From an optimization exercise on the open Yosys and OpenROAD flow, aimed at small area, a short achievable clock period and few clock cycles per item; shortcuts taken in it are not production practice.
Only simulation tests tie the RTL to the original design; equivalence was not proved.

==> flow/design.v, too long to show whole: its modules and the start of the top module <==
// module mac_fa: 10 lines
// module mac_ha: 9 lines
// module mac_pgb: 11 lines
// module mac_pgg: 8 lines
// module mac_x3: 8 lines
// module mac_mj: 8 lines
// module mac_mux2: 8 lines
// module mac_accumulator: 2285 lines
module mac_accumulator #(
  parameter int WIDTH     = 25,
  parameter int ACC_WIDTH = 64
) (
  input  logic                 clk,
  input  logic                 rst,
  input  logic                 in_valid,
  output logic                 in_ready,
  input  logic [WIDTH-1:0]     in_a,
  input  logic [WIDTH-1:0]     in_x,
  input  logic                 in_last,
  output logic                 out_valid,
  input  logic                 out_ready,
  output logic [ACC_WIDTH-1:0] out_sum,
  output logic [15:0]          out_count,
  output logic                 out_ovf
);
  // ...
==> flow/flow/run.sh <==
#!/bin/bash
# The standard layout (standard.sh) with two changes: repair_timing aims for
# 8.3 ns of setup slack on the 12 ns clock (so the achieved period shrinks), and the
# port buffers that buffer_ports inserts use sky130_fd_sc_hd__buf_2.
set -euo pipefail
EXTRA='SETUP_SLACK_MARGIN=8.3 "BUFFER_PORTS_ARGS=-buffer_cell sky130_fd_sc_hd__buf_2"'
sed "s|^make -C |make $EXTRA -C |" standard.sh > standard_tuned.sh
bash standard_tuned.sh > flow_make.log 2>&1
==> flow/standard.sh <==
#!/bin/bash
# synth_recipe.tcl (not shown) runs the flow's synth.tcl, then flattens the netlist and writes it again
# the make line also repeats each setting of config.mk as NAME=value (left out here)
make -C /OpenROAD-flow-scripts/flow DESIGN_CONFIG=/design/flow/config.mk WORK_HOME=/design/flow/orfs CLKGATE_MAP_FILE= SYNTH_SCRIPT=/design/flow/synth_recipe.tcl "${@:-finish}"
==> flow/config.mk <==
export PLATFORM = sky130hd
export DESIGN_NAME = mac_accumulator
export DESIGN_NICKNAME = mac_accumulator
export VERILOG_FILES = /design/flow/design.v
export SDC_FILE = /design/flow/constraint.sdc
export NUM_CORES = 4
export LEC_CHECK = 0
export CAP_MARGIN = 20
export CORE_MARGIN = 2
export CORE_UTILIZATION = 40
export CTS_CLUSTER_DIAMETER = 160
export CTS_CLUSTER_SIZE = 25
export SLEW_MARGIN = 20
export SYNTH_HIERARCHICAL = 1
export SYNTH_MINIMUM_KEEP_SIZE = 0
==> flow/constraint.sdc <==
create_clock -name core_clock -period 12.0 [get_ports {clk}]
set_input_delay 2.4000 -clock core_clock [delete_from_list [all_inputs] [get_ports {clk}]]
set_output_delay 2.4000 -clock core_clock [all_outputs]
set_load 0.01 [all_outputs]
==> run summary, run 1 <==
vias=18300; antenna viol nets, final=0; dominant kind of cell by area=multi-input combinational cells; area post-placement=0.0288 mm²; biggest regs=acc (64), s1_ps (50), s1_pc (49); I/O Buffers=roughly 140; die width=265 µm; GRT Max-Usage Layer=met2; met3 WL post-DR=around 6500 µm; largest net degree at the start of global routing=74; CTS tree=built; worst slew pin tran=0.924 ns; status=timing/DRC/antenna clean; hold slack=around 0.44 ns; multi-input combinational area share=0.579; number of nets in the layout=about 2800; reg-to-reg slack, setup=approximately 8.3 ns; Mapped Avg Cell Area=around 12 µm²; DR vias/cell=roughly 5.8; synth warn=7; max_cap viols=0; Critical Path Start=s0_a[22]$_DFFE_PN_; setup violation total in the final timing report=0; register area=0.00907 mm²; metal2 WL=~35000 µm; Hold EP=l1$_DFFE_PN_; number of global-route vias before repair=~20000; first-pass GRT wire length=116000 µm; reg-to-reg critical path startpoint=s0_a[22]$_DFFE_PN_; GRT Total Usage=0.211; commonest non-fill, non-tap cell in the layout=xnor2_1; met3 Use GR=0.0445; number of cells on the critical path=8; Initial Util=0.404; Slowest cell on crit path=fa_1; hold depth=0
Testbench counts, summed over its fixed seeds: cycles 16,312, beats 16,288.
==> inputs of run 2 (changes only) <==
--- a/flow/config.mk
+++ b/flow/config.mk
@@ -9,5 +9,5 @@
 export CORE_MARGIN = 2
 export CORE_UTILIZATION = 40
-export CTS_CLUSTER_DIAMETER = 160
+export CTS_CLUSTER_DIAMETER = 120
 export CTS_CLUSTER_SIZE = 25
 export SLEW_MARGIN = 20
==> run summary, run 2 <==
largest net degree at the start of global routing=74 (unchanged); commonest non-fill, non-tap cell in the layout=xnor2_1; max_cap viols=0 (unchanged); IO Pins=~140; die span in y=approximately 260 µm; Syn Std Cell Area=0.0272 mm²; wirelength, routed=between 70000 and 80000 µm; placement row count=95; CP endpoint kind=register; Critical Path Start=s0_a[22]$_DFFE_PN_; reg-to-reg slack, setup=8.31 ns (about the same); wire per inst=23.4 µm; FF-to-FF End=s1_ps[29]$_DFFE_PN_; number of nets in the layout=2744 (-0.36%); DR vias/cell=5.78 (-0.32%); Post-route DRC=0; Max Slew Vio Count=0; Arrival @ worst endpoint=3.98 ns; post-DP HPWL=~47000 µm; gr ovfl total=0; Mapped Avg Cell Area=12.2 µm² (unchanged); Required @ worst endpoint=12.28 ns; DRT Pass-1 Iters=6; Syn-to-layout area delta=11.1%; Die ar.=roughly 0.070 mm²; CP max FO=26; Num CTS Buffers=16; CTS clk-pin slew, worst paths=around 0.10 ns; Initial Util=0.404 (unchanged); crit path time final=around 3.7 ns; most frequent cells in the layout=xnor2_1, fa_1, edfxtp_1; vias=18200 (-0.57%); first-pass GRT wire length=115000 µm (about the same); reg-to-reg critical path startpoint=s0_a[22]$_DFFE_PN_; CTS root buf=clkbuf_16; initial drt markers=approximately 1600; Longest Clk Path Bufs=3; Hold Fails Final Rpt=0; Gate Count Post-Synth=roughly 2200; worst slew pin tran=0.922 ns (-0.00112 ns); fraction of layout cells with a size suffix above 1=0.169; I/O Buffers=137 (unchanged); worst reg2reg path depth=8; number of antenna violations at the first check in global routing=2; Critical Path End=s1_ps[29]$_DFFE_PN_; skew final=around 0.016 ns; max reg flops=64; Final Wtd Congestion=about 0.84; die width=265 µm (unchanged); Core ar.=just under 0.07 mm²; Inserted Diodes=0; GRT Total Usage=0.210 (about the same); RSZ-0062 raised after global routing=yes; worst min path class=reg -> reg; status=timing/DRC/antenna clean; Biggest register=acc; startpoint types=register; Hold Buf Count CTS=0; Max transition margin=0.385; clock latency on the worst-skew pair=about 0.55 ns; CTS tree=built; setup violation total in the final timing report=0 (unchanged); biggest regs=acc (64), s1_ps (50), s1_pc (49); synth warn=7 (unchanged); clk sink count=between 300 and 400; fin crit share=0.308; CTS H-tree depth=1; antenna viol nets, final=0 (unchanged); number of global-route vias before repair=20000 (+0.15%); Setup Crit Path Kind=reg -> reg; Fmax achieved=~0.27 GHz; Total Negative Setup Slacks=0 ns
[run 2: metal layers]
metal  wire length, µm  GRT usage  vias to the layer above
li1                  -          -                     7879
met1             30900      0.285                     9264
met2             34200      0.336                      886
met3              6570     0.0446                      148
met4              1910     0.0722                        4
met5                21          0                        -
[run 2: final cells by class]
cell class / count / area, µm²
clock buffer: 20 / 437
clock inverter: 5 / 33.8
fill: 6141 / 37100
inverter: 54 / 206
multi-input combinational: 1672 / 17600
sequential: 303 / 9070
tap: 873 / 1090
timing repair buffer: 221 / 1740
[run 2: repair_timing]
action                                  CTS  global route
gates cloned                              4             0
endpoints found under the setup margin  179           120
pin swaps                                 4            16
buffers inserted                         14             3
resized for setup                        36           140
[run 2: how the worst min path moves through the flow]
stage | startpoint | end | cells past startpoint
detailed placement | l0$_DFFE_PN_ | l1$_DFFE_PN_ | 0
global route | l0$_DFFE_PN_ | l1$_DFFE_PN_ | 0
floorplan | l0$_DFFE_PN_ | l1$_DFFE_PN_ | 0
CTS | l0$_DFFE_PN_ | l1$_DFFE_PN_ | 0
finish | l0$_DFFE_PN_ | l1$_DFFE_PN_ | 0
global placement | l0$_DFFE_PN_ | l1$_DFFE_PN_ | 0
[run 2: worst max-delay path: stages (launching register included)]
cell      delay (ns)
edfxtp_1        0.45
buf_12          0.21
a22oi_2         0.21
xnor2_1         0.11
fa_1            0.47
fa_1            0.54
fa_1            0.43
fa_1            0.56
fa_1            0.44
[run 2: stage by stage]
step	cells	hold WS (ns)	cell area, µm²	worst slack [ns]	util
floorplan	2233	0.400	27400	7.59	-
global placement	3100	0.410	28800	7.50	0.428
detailed placement	3102	0.417	28800	7.45	0.428
CTS	3145	0.435	29600	8.30	0.440
global route	3148	0.442	30200	8.21	0.449
finish	3148	0.426	30200	8.31	0.449
==> inputs of run 3 (changes only) <==
--- a/flow/config.mk
+++ b/flow/config.mk
@@ -10,5 +10,5 @@
 export CORE_UTILIZATION = 40
 export CTS_CLUSTER_DIAMETER = 120
-export CTS_CLUSTER_SIZE = 25
+export CTS_CLUSTER_SIZE = 22
 export SLEW_MARGIN = 20
 export SYNTH_HIERARCHICAL = 1
==> run summary, run 3 <==
biggest regs=acc (64), s1_ps (50), s1_pc (49); Arrival @ worst endpoint=4.00 ns (+0.02 ns); status=timing/DRC/antenna clean; fin worst setup slack=8.29 ns (-0.0115 ns); Num CTS Buffers=18 (+2); Hold Fails Final Rpt=0 (unchanged); Biggest register=acc; CP peak stage delay=0.59 ns (+0.03 ns); Required @ worst endpoint=12.29 ns (about the same); placement row count=95 (unchanged); hold slack=0.438 ns (+0.0124 ns); post-DP HPWL=47000 µm (unchanged); CP max FO=26 (unchanged); DRT Pass-1 Iters=6 (unchanged); Max Slew Vio Count=0 (unchanged); register area=0.00907 mm² (unchanged); RSZ-0062 raised after global routing=yes; non-filler cells, final=3167 (+0.60%); fraction of layout cells with a size suffix above 1=0.187 (+0.0182); Worst Path Buf+Inv=1 (unchanged); Die ar.=0.0701 mm² (unchanged); antenna viol nets, final=0 (unchanged); CP endpoint kind=register; Inserted Diodes=0 (unchanged); max reg flops=64 (unchanged); startpoint types=register; area of the multi-input gates=0.0178 mm² (+0.66%); worst slew pin tran=0.938 ns (+0.0151 ns); largest net degree at the start of global routing=74 (unchanged); gr ovfl total=0 (unchanged); max_cap viols=0 (unchanged); CP delay by family, top=adder cells; commonest non-fill, non-tap cell in the layout=xnor2_1; Final Wtd Congestion=0.844 (unchanged); skew final=0.0348 ns (+0.0187 ns); pre-CTS setup slack=7.45 ns (unchanged); Longest Clk Path Bufs=3 (unchanged); setup violation total in the final timing report=0 (unchanged); CTS H-tree depth=1 (unchanged); worst reg2reg path depth=8 (unchanged); Setup Crit Path Kind=reg -> reg; die width=265 µm (unchanged); CTS tree=built; Max transition margin=0.375 (-0.0101); Slowest cell on crit path=fa_1; Mapped Avg Cell Area=12.2 µm² (unchanged); wire per inst=23.7 µm (+1.4%); Total Negative Setup Slacks=0 ns (unchanged); IO Pins=138 (unchanged); number of nets in the layout=2763 (+0.69%); placed cell count=3102 (unchanged); Post-route DRC=0 (unchanged); GRT Total Usage=0.211 (+0.000698); number of antenna violations at the first check in global routing=2 (unchanged); cell chain of the critical path=buf_12 -> a22oi_1 -> xnor2_1 -> fa_1 -> fa_2 -> fa_2 -> fa_1 -> fa_1; Core ar.=0.0673 mm² (unchanged); first-pass GRT wire length=116000 µm (+0.39%); most frequent cells in the layout=xnor2_1, fa_1, edfxtp_1; Fmax achieved=0.270 GHz (-0.31%); fin crit share=0.309 (+0.000958); clock latency on the worst-skew pair=0.57 ns (+0.02 ns); worst min path class=reg -> reg; synth warn=7 (unchanged); wirelength, routed=75100 µm (+2.0%); die span in y=265 µm (unchanged); DR vias/cell=5.81 (+0.66%); CTS clk-pin slew, worst paths=0.10 ns (about the same); Syn-to-layout area delta=12.7%; I/O Buffers=137 (unchanged); number of global-route vias before repair=20000 (-0.020%); Gate Count Post-Synth=2228 (unchanged); hold depth=0 (unchanged); Initial Util=0.404 (unchanged); clk sink count=303 (unchanged); CTS root buf=clkbuf_16; initial drt markers=1717 (+9.7%); Fill cells=6099 (-0.68%); Syn Std Cell Area=0.0272 mm² (unchanged); number of cells on the critical path=8 (unchanged); crit path time final=3.71 ns (+0.0115 ns); vias=18400 (+1.3%); CP dominant cell by count=fa_1
==> run 3: changes by cell type in the layout (fill, tap and decap cells not counted), moves of 4 or more <==
cell,delta
fa_1,-9
buf_4,+11
fa_2,+9
a22oi_2,+18
xnor2_2,+4
xnor2_1,-4
a22oi_1,-18
clkbuf_16,+8
buf_12,+8
buf_8,-4
==> run 3: through the flow <==
stage          cell area, µm²   util
2_1_floorplan           27400      -
4_1_cts                 29700  0.441
5_1_grt                 30700  0.456
6_report                30700  0.456
3_5_place_dp            28800  0.428
3_3_place_gp            28800  0.428
==> run 3: cell type report <==
| class | instances | share of cell area |
|---|---|---|
| clock buffer | 24 | 0.0161 |
| multi-input combinational | 1672 | 0.579 |
| timing repair buffer | 238 | 0.0659 |
| clock inverter | 3 | 0.00110 |
| sequential | 303 | 0.296 |
| inverter | 54 | 0.00673 |
| tap | 873 | 0.0356 |
==> run 3: final timing paths <==
check,from,to,slack [ns]
max reg2reg,s0_a[11]$_DFFE_PN_,s1_ps[23]$_DFFE_PN_,8.29
max in group asynchronous,rst,in_ready_q$_DFFE_PP1P_,10.01
min in group asynchronous,rst,outv$_DFFE_PP0N_,1.73
min,l0$_DFFE_PN_,l1$_DFFE_PN_,0.44
max,s0_a[11]$_DFFE_PN_,s1_ps[23]$_DFFE_PN_,8.29
min reg2reg,l0$_DFFE_PN_,l1$_DFFE_PN_,0.44
==> run 3: repair_timing <==
| item | in CTS | in global routing |
|---|---|---|
| buffers inserted | 15 | 14 |
| gates cloned | 4 | 5 |
| hold buffers | 0 | 0 |
| hold endpoints to repair | 0 | 0 |
| gates resized for setup | 34 | 186 |
| endpoints found under the setup margin | 175 | 119 |
| pin swaps | 3 | 25 |
==> run 3: layer usage <==
layer / global-route usage / part of all wire / vias to the layer above
met1: 0.287 / 0.42 / 9393
li1: - / - / 7932
met2: 0.338 / 0.46 / 920
met5: 0 / 0.00036 / -
met3: 0.0453 / 0.092 / 162
met4: 0.0681 / 0.027 / 4
==> inputs of run 4 (changes only) <==
==> flow/flow/run.sh (replaced) <==
#!/bin/bash
# The standard layout (standard.sh) with two changes: repair_timing aims for
# 8.2 ns of setup slack on the 12 ns clock (so the achieved period shrinks), and the
# port buffers that buffer_ports inserts use sky130_fd_sc_hd__buf_2.
set -euo pipefail
EXTRA='SETUP_SLACK_MARGIN=8.2 "BUFFER_PORTS_ARGS=-buffer_cell sky130_fd_sc_hd__buf_2"'
sed "s|^make -C |make $EXTRA -C |" standard.sh > standard_tuned.sh
bash standard_tuned.sh > flow_make.log 2>&1
--- a/flow/config.mk
+++ b/flow/config.mk
@@ -9,6 +9,4 @@
 export CORE_MARGIN = 2
 export CORE_UTILIZATION = 40
-export CTS_CLUSTER_DIAMETER = 120
-export CTS_CLUSTER_SIZE = 22
 export SLEW_MARGIN = 20
 export SYNTH_HIERARCHICAL = 1
==> run summary, run 4 <==
Required @ worst endpoint=12.31 ns (+0.02 ns); Inserted Diodes=0 (unchanged); biggest regs=acc (64), s1_ps (50), s1_pc (49); clock latency on the worst-skew pair=0.57 ns (about the same); CP max FO=8 (-69%); placement row count=95 (unchanged); crit path time final=3.77 ns (+0.0613 ns); RSZ-0062 raised after global routing=no; most frequent cells in the layout=xnor2_1, fa_1, edfxtp_1; CTS tree=built; DR vias/cell=5.79 (-0.42%); gr ovfl total=0 (unchanged); Max transition margin=0.202 (-0.173); Fill cells=6033 (-1.1%); IO Pins=138 (unchanged); register area=0.00907 mm² (about the same); wire per inst=23.9 µm (+0.83%); I/O Buffers=137 (unchanged); skew final=0.0338 ns (-0.00103 ns); number of antenna violations at the first check in global routing=1 (-1); startpoint types=register; Syn Std Cell Area=0.0272 mm² (unchanged); Post-route DRC=0 (unchanged); Num CTS Buffers=38 (+20); CTS H-tree depth=2 (+1); Total Negative Setup Slacks=0 ns (unchanged); Initial Util=0.404 (unchanged); Fmax achieved=0.265 GHz (-1.6%); die span in y=265 µm (unchanged); Hold Fails Final Rpt=0 (unchanged); Core ar.=0.0673 mm² (unchanged); number of nets in the layout=2786 (+0.83%); CTS root buf=clkbuf_16; first-pass GRT wire length=116000 µm (+0.10%); antenna viol nets, final=0 (unchanged); CTS clk-pin slew, worst paths=0.06 ns (-0.04 ns); synth warn=7 (unchanged); setup violation total in the final timing report=0 (unchanged); Syn-to-layout area delta=14.3%; number of global-route vias before repair=20000 (+0.29%); DRT Pass-1 Iters=6 (unchanged); fraction of layout cells with a size suffix above 1=0.177 (-0.0107); die width=265 µm (unchanged); GRT Total Usage=0.213 (+0.00147); Setup Crit Path Kind=reg -> reg; Longest Clk Path Bufs=3 (unchanged); fin crit share=0.314 (+0.00510); Final Wtd Congestion=0.842 (-0.23%); worst slew pin tran=1.20 ns (+0.259 ns); Gate Count Post-Synth=2228 (unchanged); Hold Buf Count CTS=0 (unchanged); post-DP HPWL=46100 µm (-2.1%); clk sink count=303 (unchanged); vias=18600 (+0.93%); worst min path class=reg -> reg; max reg flops=64 (unchanged); Max Slew Vio Count=0 (unchanged); CP endpoint kind=register; Die ar.=0.0701 mm² (unchanged); commonest non-fill, non-tap cell in the layout=xnor2_1; area of the multi-input gates=0.0177 mm² (-0.55%); wirelength, routed=76700 µm (+2.2%); initial drt markers=1655 (-3.6%); Arrival @ worst endpoint=4.08 ns (+0.08 ns); fin worst setup slack=8.23 ns (-0.0613 ns); largest net degree at the start of global routing=70 (-5.4%); pre-CTS setup slack=7.45 ns (-0.00292 ns); non-filler cells, final=3210 (+1.4%); Biggest register=acc; placed cell count=3097 (-0.16%); Mapped Avg Cell Area=12.2 µm² (unchanged); status=timing/DRC/antenna clean; max_cap viols=0 (unchanged)
==> run 4: stage by stage <==
| step | hold WS [ns] | util | area, µm² |
|---|---|---|---|
| floorplan | 0.400 | - | 27300 |
| global placement | 0.403 | 0.427 | 28700 |
| detailed placement | 0.407 | 0.427 | 28700 |
| CTS | 0.421 | 0.450 | 30300 |
| global route | 0.421 | 0.462 | 31100 |
| finish | 0.419 | 0.462 | 31100 |
==> run 4: layout make-up <==
class | instances | area share
Multi-Input combinational cell | 1672 | 0.568
Clock inverter | 19 | 0.00676
Clock buffer | 48 | 0.0328
Inverter | 54 | 0.00664
Sequential cell | 303 | 0.292
Timing Repair Buffer | 241 | 0.0591
Tap cell | 873 | 0.0351
==> run 4: per-layer routing <==
layer  global-route usage  wire (µm)  share of wire
met2                0.336      35200           0.46
met3               0.0493       7360          0.096
met1                0.288      31500           0.41
met4               0.0727       2640          0.034
met5                    0         11        0.00014
==> run 4: worst paths after layout <==
path	start	endpoint	slack, ns	cells after the start
max in group asynchronous	rst	in_ready_q$_DFFE_PP1P_	9.99	2
worst max-delay path	cont$_DFFE_PP0P_	acc[55]$_DFFE_PP_	8.23	12
min in group asynchronous	rst	cont$_DFFE_PP0P_	1.75	2
worst min-delay path	l0$_DFFE_PN_	l1$_DFFE_PN_	0.42	0
worst max register to register	cont$_DFFE_PP0P_	acc[55]$_DFFE_PP_	8.23	12
worst min register to register	l0$_DFFE_PN_	l1$_DFFE_PN_	0.42	0
==> run 4: critical path, cell delays in order, from the launching register on <==
cell and delay (ns):
dfrtp_4 0.58, buf_12 0.19, clkbuf_16 0.18, and2_4 0.15
fa_1 0.55, ha_4 0.22, a21o_1 0.20, a21o_1 0.18
a21o_4 0.22, a21o_1 0.21, a21o_1 0.22, a21o_4 0.28
mux2_4 0.32
==> run 4: timing repair <==
action	CTS	global route
buffers inserted	18	17
endpoints found under the setup margin	140	84
pin swaps	3	30
gates cloned	4	6
resized for setup	16	84
==> inputs of run 5 (changes only) <==
--- a/flow/config.mk
+++ b/flow/config.mk
@@ -9,4 +9,6 @@
 export CORE_MARGIN = 2
 export CORE_UTILIZATION = 40
+export CTS_CLUSTER_DIAMETER = 120
+export CTS_CLUSTER_SIZE = 25
 export SLEW_MARGIN = 20
 export SYNTH_HIERARCHICAL = 1
==> run summary, run 5 <==
die width=265 µm (unchanged); Slowest cell on crit path=dfrtp_4; startpoint types=register; max_cap viols=0 (unchanged); reg-to-reg slack, setup=8.20 ns (-0.03 ns); Core ar.=0.0673 mm² (unchanged); Syn-to-layout area delta=11.5%; cell chain of the critical path=buf_12 -> clkbuf_16 -> and2_1 -> fa_1 -> ha_4 -> a21o_1 -> a21o_1 -> a21o_4 -> a21o_1 -> a21o_1 -> a21o_4 -> mux2_4; CTS tree=built; pre-CTS setup slack=7.45 ns (unchanged); RSZ-0062 raised after global routing=yes; Hold Fails Final Rpt=0 (unchanged); DR vias/cell=5.80 (+0.22%); worst slew pin tran=1.14 ns (-0.0534 ns); Required @ worst endpoint=12.30 ns (about the same); gr ovfl total=0 (unchanged); Max transition margin=0.238 (+0.0356); Fmax achieved=0.264 GHz (-0.74%); post-DP HPWL=46100 µm (unchanged); number of antenna violations at the first check in global routing=1 (unchanged); Syn Std Cell Area=0.0272 mm² (unchanged); fin worst setup slack=8.20 ns (-0.0279 ns); placement row count=95 (unchanged); IO Pins=138 (unchanged); clock latency on the worst-skew pair=0.55 ns (-0.02 ns); hold slack=0.430 ns (+0.0105 ns); skew final=0.0326 ns (-0.00117 ns); commonest non-fill, non-tap cell in the layout=xnor2_1; I/O Buffers=137 (unchanged); die span in y=265 µm (unchanged); CP max FO=8 (unchanged); Total Negative Setup Slacks=0 ns (unchanged); Inserted Diodes=0 (unchanged); antenna viol nets, final=0 (unchanged); CTS clk-pin slew, worst paths=0.11 ns (+0.05 ns); Max Slew Vio Count=0 (unchanged); Hold Buf Count CTS=0 (unchanged); biggest regs=acc (64), s1_ps (50), s1_pc (49); Initial Util=0.404 (unchanged); GRT Total Usage=0.210 (-0.00280); number of global-route vias before repair=19800 (-1.3%); Gate Count Post-Synth=2228 (unchanged); wirelength, routed=75300 µm (-1.8%); initial drt markers=1591 (-3.9%); number of nets in the layout=2762 (-0.86%); Mapped Avg Cell Area=12.2 µm² (unchanged); Biggest register=acc; Fill cells=6104 (+1.2%); status=timing/DRC/antenna clean; Final Wtd Congestion=0.842 (unchanged); clk sink count=303 (unchanged); wire per inst=23.8 µm (-0.43%); most frequent cells in the layout=xnor2_1, fa_1, edfxtp_1; Arrival @ worst endpoint=4.10 ns (+0.02 ns); non-filler cells, final=3165 (-1.4%); CP dominant cell by count=a21o_1; largest net degree at the start of global routing=70 (unchanged); fin crit share=0.316 (+0.00232); CTS root buf=clkbuf_16; synth warn=7 (unchanged); Num CTS Buffers=17 (-55%); placed cell count=3097 (unchanged); post-route cell area=0.0303 mm² (-2.5%); area post-placement=0.0287 mm² (unchanged); Post-route DRC=0 (unchanged); CTS H-tree depth=1 (-1); DRT Pass-1 Iters=9 (+3); max reg flops=64 (unchanged); Longest Clk Path Bufs=3 (unchanged); CP endpoint kind=register; setup violation total in the final timing report=0 (unchanged); first-pass GRT wire length=115000 µm (-0.81%); Setup Crit Path Kind=reg -> reg; Die ar.=0.0701 mm² (unchanged); vias=18400 (-1.2%); crit path time final=3.80 ns (+0.0279 ns); fraction of layout cells with a size suffix above 1=0.162 (-0.0144); worst min path class=reg -> reg; CP peak stage delay=0.61 ns (+0.03 ns)
[run 5: final timing paths]
kind / startpoint / end / cells past startpoint
worst max register to register: cont$_DFFE_PP0P_ / acc[55]$_DFFE_PP_ / 12
max in group asynchronous: rst / in_ready_q$_DFFE_PP1P_ / 2
worst min-delay path: l0$_DFFE_PN_ / l1$_DFFE_PN_ / 0
worst max-delay path: cont$_DFFE_PP0P_ / acc[55]$_DFFE_PP_ / 12
worst min register to register: l0$_DFFE_PN_ / l1$_DFFE_PN_ / 0
min in group asynchronous: rst / cont$_DFFE_PP0P_ / 2
[run 5: layout make-up]
type | instances | area (µm²) | area share
clock inverter | 4 | 83.8 | 0.00276
inverter | 54 | 206 | 0.00681
multi-input combinational | 1672 | 17600 | 0.581
sequential | 303 | 9070 | 0.299
timing repair buffer | 238 | 1800 | 0.0594
tap | 873 | 1090 | 0.0360
clock buffer | 21 | 440 | 0.0145
[run 5: critical path: cells and delay by family (launching register included)]
kind                       cells  cell delay (ns)
AOI/OAI and AO/OA              6             1.37
adders and majority gates      2             0.69
DFF                            1             0.61
buffers and inverters          2             0.37
muxes                          1             0.32
and+or+nand+nor                1             0.16
[run 5: timing repair]
item                       in CTS  in global routing
gates cloned                    5                  4
setup endpoints to repair     140                 49
gates resized for setup        16                 87
buffers inserted               19                 14
pin swaps                       3                 27
hold endpoints to repair        0                  0
[run 5: metrics by stage]
| stage | util |
|---|---|
| 2_1_floorplan | - |
| 3_3_place_gp | 0.427 |
| 3_5_place_dp | 0.427 |
| 4_1_cts | 0.440 |
| 5_1_grt | 0.451 |
| 6_report | 0.451 |
[run 5: per-layer routing]
layer  vias to the layer above  track usage  routed length [µm]  share of wire
li1                       7934            -                   -              -
met1                      9310        0.288               31400           0.42
met3                       173       0.0432                6810          0.090
met5                         -            0                  13        0.00017
met4                         2       0.0661                2220          0.029
met2                       944        0.334               34900           0.46
==> inputs of run 6 (changes only) <==
==> flow/flow/run.sh (replaced) <==
#!/bin/bash
# The standard layout (standard.sh) with two changes: repair_timing aims for
# 8.4 ns of setup slack on the 12 ns clock (so the achieved period shrinks), and the
# port buffers that buffer_ports inserts use sky130_fd_sc_hd__buf_2.
set -euo pipefail
EXTRA='SETUP_SLACK_MARGIN=8.4 "BUFFER_PORTS_ARGS=-buffer_cell sky130_fd_sc_hd__buf_2"'
sed "s|^make -C |make $EXTRA -C |" standard.sh > standard_tuned.sh
bash standard_tuned.sh > flow_make.log 2>&1
--- a/flow/config.mk
+++ b/flow/config.mk
@@ -9,6 +9,4 @@
 export CORE_MARGIN = 2
 export CORE_UTILIZATION = 40
-export CTS_CLUSTER_DIAMETER = 120
-export CTS_CLUSTER_SIZE = 25
 export SLEW_MARGIN = 20
 export SYNTH_HIERARCHICAL = 1
==> run summary, run 6 <==
Slowest cell on crit path=fa_2; antenna viol nets, final=0 (unchanged); largest net degree at the start of global routing=75 (+7.1%); RSZ-0062 raised after global routing=yes; commonest non-fill, non-tap cell in the layout=xnor2_1; fin crit share=0.311 (-0.00546); met2 Use GR=0.365 (+0.0310); Max Slew Vio Count=0 (unchanged); die width=265 µm (unchanged); Post-route DRC=0 (unchanged); number of global-route vias before repair=20700 (+4.4%); Hold Buf Count CTS=0 (unchanged); Syn-to-layout area delta=22.8%; Mapped Avg Cell Area=12.2 µm² (unchanged); cell chain of the critical path=buf_6 -> buf_12 -> a22oi_2 -> xnor2_2 -> fa_2 -> fa_2 -> fa_2 -> fa_1 -> fa_2; Total Negative Setup Slacks=0 ns (unchanged); met3 Use GR=0.0542 (+0.0110); biggest regs=acc (64), s1_ps (50), s1_pc (49); Fill cells=5783 (-5.3%); non-filler cells, final=3301 (+4.3%); Arrival @ worst endpoint=4.01 ns (-0.09 ns); CP peak stage delay=0.59 ns (-0.02 ns); fin worst setup slack=8.27 ns (+0.0655 ns); most frequent cells in the layout=xnor2_1, edfxtp_1, fa_1; number of antenna violations at the first check in global routing=1 (unchanged); setup violation total in the final timing report=0 (unchanged); Fmax achieved=0.268 GHz (+1.8%); Core ar.=0.0673 mm² (unchanged); I/O Buffers=137 (unchanged); clk sink count=303 (unchanged); Gate Count Post-Synth=2228 (unchanged); Longest Clk Path Bufs=3 (unchanged); die span in y=265 µm (unchanged); post-DP HPWL=47000 µm (+2.0%); wirelength, routed=81400 µm (+8.2%); GRT Max-Usage Layer=met2; wire per inst=24.7 µm (+3.7%); gr ovfl total=0 (unchanged); Initial Util=0.404 (unchanged); Setup Crit Path Kind=reg -> reg; status=timing/DRC/antenna clean; Die ar.=0.0701 mm² (unchanged); skew final=0.0293 ns (-0.00330 ns); CTS root buf=clkbuf_16; synth warn=7 (unchanged); fraction of layout cells with a size suffix above 1=0.293 (+0.130); worst slew pin tran=0.812 ns (-0.331 ns); IO Pins=138 (unchanged); CTS clk-pin slew, worst paths=0.06 ns (-0.05 ns); GR Layer Usage met1=0.298 (+0.00987); CP dominant cell by count=fa_2; number of nets in the layout=2872 (+4.0%); vias=19200 (+4.4%); Final Wtd Congestion=0.862 (+2.5%); post-route cell area=0.0334 mm² (+10%); max_cap viols=0 (unchanged); Hold Fails Final Rpt=0 (unchanged); Required @ worst endpoint=12.28 ns (-0.02 ns); Max transition margin=0.458 (+0.221); first-pass GRT wire length=122000 µm (+6.4%); Num CTS Buffers=41 (+24); Syn Std Cell Area=0.0272 mm² (unchanged); pre-CTS setup slack=7.68 ns (+0.235 ns); clock latency on the worst-skew pair=0.57 ns (+0.02 ns); area post-placement=0.0287 mm² (about the same); startpoint types=register; Biggest register=acc; DRT Pass-1 Iters=5 (-4); placed cell count=3095 (-0.065%); worst min path class=reg -> reg; CP endpoint kind=register; placement row count=95 (unchanged); GRT Total Usage=0.227 (+0.0167); max reg flops=64 (unchanged); CP max FO=7 (-1); crit path time final=3.73 ns (-0.0655 ns); initial drt markers=1665 (+4.7%); CTS tree=built; DR vias/cell=5.81 (about the same); CTS H-tree depth=2 (+1)
run 6: cell type report:
cell class              count  area (µm²)  share of cell area
clock buffers              46        1090              0.0325
flip-flops and latches    303        9070               0.272
repair buffers            324        3110              0.0931
clock inverters            28         221             0.00663
multi-input cells        1672       18600               0.557
well taps                 873        1090              0.0327
diodes                      1        2.50           0.0000749
inverters                  54         206             0.00618
run 6: critical path, delay by kind of cell (launching register included):
family / cells / cell delay [ns]
adders and majority gates: 5 / 2.40
DFF: 1 / 0.37
buffers and inverters: 2 / 0.33
AOI/OAI and AO/OA: 1 / 0.21
xor gates and xnor gates: 1 / 0.12
run 6: metal layers:
metal | share of wire | wire length, µm
met1 | 0.40 | 32300
met2 | 0.47 | 38600
met5 | 0 | 0
met3 | 0.096 | 7840
met4 | 0.034 | 2780
run 6: final timing paths:
path / startpoint / to / slack [ns] / cells after the start
max in group asynchronous: rst / in_ready_q$_DFFE_PP1P_ / 10.02 / 2
min: l0$_DFFE_PN_ / l1$_DFFE_PN_ / 0.43 / 0
max reg2reg: s0_a[20]$_DFFE_PN_ / s1_ps[22]$_DFFE_PN_ / 8.27 / 9
max: s0_a[20]$_DFFE_PN_ / s1_ps[22]$_DFFE_PN_ / 8.27 / 9
min in group asynchronous: rst / v0$_DFFE_PP0N_ / 1.73 / 2
min reg2reg: l0$_DFFE_PN_ / l1$_DFFE_PN_ / 0.43 / 0
run 6: timing repair:
| item | 4_1_cts | 5_1_grt |
|---|---|---|
| endpoints found under the hold margin | 0 | 0 |
| resized for setup | 189 | 206 |
| gates cloned | 15 | 7 |
| pin swaps | 65 | 127 |
| setup endpoints to repair | 204 | 229 |
| buffers inserted | 77 | 32 |
run 6: through the flow:
step / hold slack (ns) / util
final: 0.427 / 0.497
after detailed placement: 0.412 / 0.427
after CTS: 0.427 / 0.477
after global placement: 0.412 / 0.427
after global routing: 0.434 / 0.497
after floorplan: 0.400 / -
==> inputs of run 7 (changes only) <==
--- a/flow/config.mk
+++ b/flow/config.mk
@@ -9,4 +9,6 @@
 export CORE_MARGIN = 2
 export CORE_UTILIZATION = 40
+export CTS_CLUSTER_DIAMETER = 120
+export CTS_CLUSTER_SIZE = 25
 export SLEW_MARGIN = 20
 export SYNTH_HIERARCHICAL = 1
==> run summary, run 7 <==
Critical Path Start=s0_a[19]$_DFFE_PN_; Final Wtd Congestion=0.862 (unchanged); Syn-to-layout area delta=17.9%; fin crit share=0.306 (-0.00429); Post-route DRC=0 (unchanged); number of global-route vias before repair=20300 (-1.6%); setup violation total in the final timing report=0 (unchanged); Biggest register=acc; Initial Util=0.404 (unchanged); Total Negative Setup Slacks=0 ns (unchanged); CTS clk-pin slew, worst paths=0.10 ns (+0.04 ns); most frequent cells in the layout=xnor2_1, edfxtp_1, fa_1; CP endpoint kind=register; Mapped Avg Cell Area=12.2 µm² (unchanged); DR vias/cell=5.83 (+0.34%); number of cells on the critical path=9 (unchanged); Core ar.=0.0673 mm² (unchanged); Slowest cell on crit path=fa_2; Max transition margin=0.463 (+0.00447); initial drt markers=1650 (-0.90%); Worst Path Buf+Inv=2 (unchanged); hold depth=0 (unchanged); Hold Fails Final Rpt=0 (unchanged); CP max FO=13 (+6); CTS H-tree depth=1 (-1); CP delay by family, top=adder cells; Syn Std Cell Area=0.0272 mm² (unchanged); CP peak stage delay=0.59 ns (about the same); Arrival @ worst endpoint=3.99 ns (-0.02 ns); pre-CTS setup slack=7.68 ns (unchanged); Longest Clk Path Bufs=3 (unchanged); vias=18900 (-1.4%); largest net degree at the start of global routing=75 (unchanged); fraction of layout cells with a size suffix above 1=0.239 (-0.0537); RSZ-0062 raised after global routing=yes; non-filler cells, final=3243 (-1.8%); IO Pins=138 (unchanged); clock latency on the worst-skew pair=0.57 ns (about the same); DRT Pass-1 Iters=6 (+1); die span in y=265 µm (unchanged); I/O Buffers=137 (unchanged); Num CTS Buffers=17 (-59%); max_cap viols=0 (unchanged); CP dominant cell by count=fa_2; Fmax achieved=0.272 GHz (+1.4%); max reg flops=64 (unchanged); placed cell count=3095 (unchanged); clk sink count=303 (unchanged); die width=265 µm (unchanged); Max Slew Vio Count=0 (unchanged); Critical Path End=s1_ps[30]$_DFFE_PN_; first-pass GRT wire length=120000 µm (-1.7%); crit path time final=3.68 ns (-0.0515 ns); wirelength, routed=79600 µm (-2.2%); CTS root buf=clkbuf_16; reg-to-reg critical path startpoint=s0_a[19]$_DFFE_PN_; Die ar.=0.0701 mm² (unchanged); wire per inst=24.6 µm (-0.49%); worst slew pin tran=0.806 ns (-0.00671 ns); Required @ worst endpoint=12.31 ns (+0.03 ns); startpoint types=register; area post-placement=0.0287 mm² (unchanged); number of nets in the layout=2837 (-1.2%); biggest regs=acc (64), s1_ps (50), s1_pc (49); worst reg2reg path depth=9 (unchanged); CTS tree=built; commonest non-fill, non-tap cell in the layout=xnor2_1; Gate Count Post-Synth=2228 (unchanged); worst min path class=reg -> reg; status=timing/DRC/antenna clean; gr ovfl total=0 (unchanged); Setup Crit Path Kind=reg -> reg; post-DP HPWL=47000 µm (unchanged); placement row count=95 (unchanged); Inserted Diodes=0 (-1); number of antenna violations at the first check in global routing=1 (unchanged); synth warn=7 (unchanged); antenna viol nets, final=0 (unchanged); FF-to-FF End=s1_ps[30]$_DFFE_PN_; reg-to-reg slack, setup=8.32 ns (+0.05 ns); GRT Total Usage=0.221 (-0.00538); cell chain of the critical path=buf_6 -> clkbuf_16 -> a22oi_2 -> xnor2_2 -> fa_2 -> fa_1 -> fa_2 -> fa_2 -> fa_1; fin worst setup slack=8.32 ns (+0.0515 ns); skew final=0.0352 ns (+0.00587 ns); post-route cell area=0.0321 mm² (-4.0%)
-- run 7: worst reg2reg max path, cell delays in order (launching register included) --
cell and delay (ns):
edfxtp_1 0.46, buf_6 0.17, clkbuf_16 0.18, a22oi_2 0.22, xnor2_2 0.11, fa_2 0.59, fa_1 0.43, fa_2 0.35
fa_2 0.54, fa_1 0.40
-- run 7: layer usage --
layer	vias up	track usage	wire length, µm
li1	8080	-	-
met1	9622	0.295	31800
met2	989	0.361	37800
met3	205	0.0476	7290
met4	0	0.0675	2760
met5	-	0	0
-- run 7: layout make-up --
cell class              instances  area [µm²]
repair buffers                314        2950
well taps                     873        1090
multi-input cells            1671       18200
flip-flops and latches        303        9070
clock inverters                 6        65.1
inverters                      54         206
fillers                      5912       35200
clock buffers                  22         465
-- run 7: metrics by stage --
stage                util  hold WS [ns]
floorplan               -         0.400
global placement    0.427         0.412
detailed placement  0.427         0.412
CTS                 0.462         0.436
global route        0.477         0.445
finish              0.477         0.433
-- run 7: worst min path at each step --
stage                 startpoint      endpoint  slack (ns)
floorplan           l0$_DFFE_PN_  l1$_DFFE_PN_        0.40
global placement    l0$_DFFE_PN_  l1$_DFFE_PN_        0.41
detailed placement  l0$_DFFE_PN_  l1$_DFFE_PN_        0.41
CTS                 l0$_DFFE_PN_  l1$_DFFE_PN_        0.44
global route        l0$_DFFE_PN_  l1$_DFFE_PN_        0.45
finish              l0$_DFFE_PN_  l1$_DFFE_PN_        0.43
-- run 7: what timing repair did --
| item | in CTS | in global routing |
|---|---|---|
| endpoints found under the setup margin | 208 | 213 |
| cloned | 11 | 8 |
| pin swaps | 57 | 52 |
| hold buffers | 0 | 0 |
| buffers inserted | 71 | 28 |
| gates resized for setup | 169 | 122 |

[afterwards: timing with drivers on the ports]
No port has a modelled driver above. Below, the same layouts with a new extraction and two added sets of constraints.
Step 1 assumes that a clkbuf_16 drives the clock port and a buf_2 every other input.
Step 2 times the ports against the registers' clock, not the clock port: input delays grow and output delays shrink by t, the midpoint of the rising clock arrivals with the driver on.
Slacks: no drivers / after step 1 / after step 2; pairs: no drivers / after step 1.
run | t (ns) | setup slack, ns | slew at the worst register clock pin (ns)
run 1 | 0.589 | 8.314 / 8.284 / 7.884 | 0.11 / 0.11
run 2 | 0.597 | 8.306 / 8.278 / 7.858 | 0.11 / 0.11
run 3 | 0.607 | 8.294 / 8.283 / 7.857 | 0.10 / 0.10
run 4 | 0.613 | 8.233 / 8.228 / 7.759 | 0.07 / 0.07
run 5 | 0.589 | 8.205 / 8.205 / 7.780 | 0.11 / 0.11
run 6 | 0.615 | 8.271 / 8.271 / 7.901 | 0.06 / 0.06
run 7 | 0.605 | 8.322 / 8.309 / 7.915 | 0.11 / 0.11
After both steps setup and hold are still met in every run listed. For run 4, which loses most, drivers alone change the setup slack by -0.005 ns; drivers and shift together by -0.474 ns.
